Context: an optimization exercise on an open-source flow, tuned for small area. The choices shown serve that exercise and are no tape-out recipe.
Function was checked by simulation only, so behaviour that the tests miss may differ from the original.
Power and IR drop assume default switching activity.

// consensus_acceptor
module consensus_acceptor #(
    parameter int ID_BITS     = 48,
    parameter int VALUE_BITS  = 64,
    parameter int UID_BITS    = 16,
    parameter int QUEUE_DEPTH = 4
) (
    input  logic                               clk,
    input  logic                               rst_n,
    input  logic                               req_valid,
    output logic                               req_ready,
    input  logic [2:0]                         req_func,
    input  logic [UID_BITS-1:0]                req_from_uid,
    input  logic [ID_BITS-1:0]                 req_proposal_id,
    input  logic [ID_BITS-1:0]                 req_accepted_in,
    input  logic [VALUE_BITS-1:0]              req_value,
    output logic                               rsp_valid,
    input  logic                               rsp_ready,
    output logic [2:0]                         rsp_msg_kind,
    output logic [UID_BITS-1:0]                rsp_dest_uid,
    output logic [ID_BITS-1:0]                 rsp_msg_proposal_id,
    output logic [ID_BITS-1:0]                 rsp_msg_other_id,
    output logic [VALUE_BITS-1:0]              rsp_msg_value,
    output logic                               rsp_persist_needed,
    output logic                               rsp_prepare_expired,
    output logic                               rsp_last,
    input  logic                               cfg_we,
    input  cac_pkg::cfg_idx_t                  cfg_index,
    input  logic [cac_pkg::CFG_DATA_BITS-1:0]  cfg_data
);
For scale: roughly 2,700 cells after synthesis, roughly 940 flip-flops, about 400 I/O pins.
Settings: LEC_CHECK=0, CAP_MARGIN=20, CORE_MARGIN=2, CORE_UTILIZATION=70, SLEW_MARGIN=20; clock period 10.0 ns.
standard.sh (not shown) runs the stock make flow with config.mk's settings and CLKGATE_MAP_FILE= SYNTH_SCRIPT=/design/flow/synth_recipe.tcl, a recipe that flattens the netlist after the stock synthesis.
==> flow/flow/run.sh <==
#!/bin/bash
# The standard layout (standard.sh) with two changes: the port buffers are
# the smallest buffer cell, and the clock tree uses clkbuf_4 leaf buffers on
# small clusters and clkbuf_8 above them, without dummy loads. Each ORFS step
# logs to orfs/logs; make's own output goes to standard.log here.
set -euo pipefail
export BUFFER_PORTS_ARGS="-buffer_cell sky130_fd_sc_hd__buf_1"
export CTS_ARGS="-sink_clustering_enable -repair_clock_nets -buf_list sky130_fd_sc_hd__clkbuf_8 -root_buf sky130_fd_sc_hd__clkbuf_8 -sink_clustering_buffer sky130_fd_sc_hd__clkbuf_4 -sink_clustering_size 12 -sink_clustering_max_diameter 35 -dont_use_dummy_load"
bash standard.sh > standard.log 2>&1
The first run passed the timing, DRC and antenna checks.
Then changed:
==> flow/flow/run.sh (replaced) <==
#!/bin/bash
# The standard layout (standard.sh) with two changes: the port buffers are
# the smallest buffer cell, and the clock tree uses clkbuf_4 leaf buffers on
# small clusters and clkbuf_8 above them, without dummy loads. Each ORFS step
# logs to orfs/logs; make's own output goes to standard.log here.
set -euo pipefail
export BUFFER_PORTS_ARGS="-buffer_cell sky130_fd_sc_hd__buf_1"
export CTS_ARGS="-sink_clustering_enable -repair_clock_nets -buf_list sky130_fd_sc_hd__clkbuf_8 -root_buf sky130_fd_sc_hd__clkbuf_8 -sink_clustering_buffer sky130_fd_sc_hd__clkbuf_8 -sink_clustering_size 18 -sink_clustering_max_diameter 35 -dont_use_dummy_load"
bash standard.sh > standard.log 2>&1
Fmax came out higher by 0.77%.
Critical path depth does not change.
Non-clock buffer count is unchanged.
Final cell count is unchanged.
Then changed:
==> flow/flow/run.sh (replaced) <==
#!/bin/bash
# The standard layout (standard.sh) with two changes: the port buffers are
# the smallest buffer cell, and the clock tree uses clkbuf_4 leaf buffers on
# small clusters and clkbuf_8 above them, without dummy loads. Each ORFS step
# logs to orfs/logs; make's own output goes to standard.log here.
set -euo pipefail
export BUFFER_PORTS_ARGS="-buffer_cell sky130_fd_sc_hd__buf_1"
export CTS_ARGS="-sink_clustering_enable -repair_clock_nets -buf_list sky130_fd_sc_hd__clkbuf_8 -root_buf sky130_fd_sc_hd__clkbuf_8 -sink_clustering_buffer sky130_fd_sc_hd__clkbuf_4 -sink_clustering_size 10 -sink_clustering_max_diameter 40 -dont_use_dummy_load"
bash standard.sh > standard.log 2>&1
What happened:
- sequential share of layout area went up by 1.5 points
- worst setup slack degrades by 6.8 ps
- sequential power stays flat
- via count went down by 0.54%
- synthesized cell count does not change
- utilization went down by 1.7 points
- synthesized area stays the same
- total power went down by about 8%
- critical path depth does not change

separate check: timing with driven ports:
How much do the figures lean on ideal ports? The routed layouts below were timed once more, with nothing changed but the port constraints. Step 1 (the two cells are an assumption about what drives the block):
set clk [get_ports {clk}]
set_driving_cell -lib_cell sky130_fd_sc_hd__clkbuf_16 $clk
set_driving_cell -lib_cell sky130_fd_sc_hd__buf_2 [delete_from_list [all_inputs] $clk]
Step 2 moves the port delays by t, midway between the first and last clock arrival at a register: inputs arrive t later, outputs are due t later. That takes back most of the time a late clock gives input paths. Slacks: ideal / step 1 / step 2; pairs: ideal / step 1.
run	shift t [ns]	setup WS [ns]	hold WS [ns]	worst setup path after step 2
the first run	0.826	3.556 / 3.556 / 3.556	0.495 / 0.495 / 0.495	register to register
the second run	0.833	3.606 / 3.606 / 3.606	0.499 / 0.499 / 0.499	register to register
the third run	0.753	3.599 / 3.599 / 3.599	0.498 / 0.498 / 0.498	register to register
After both steps every run listed still meets setup and hold.
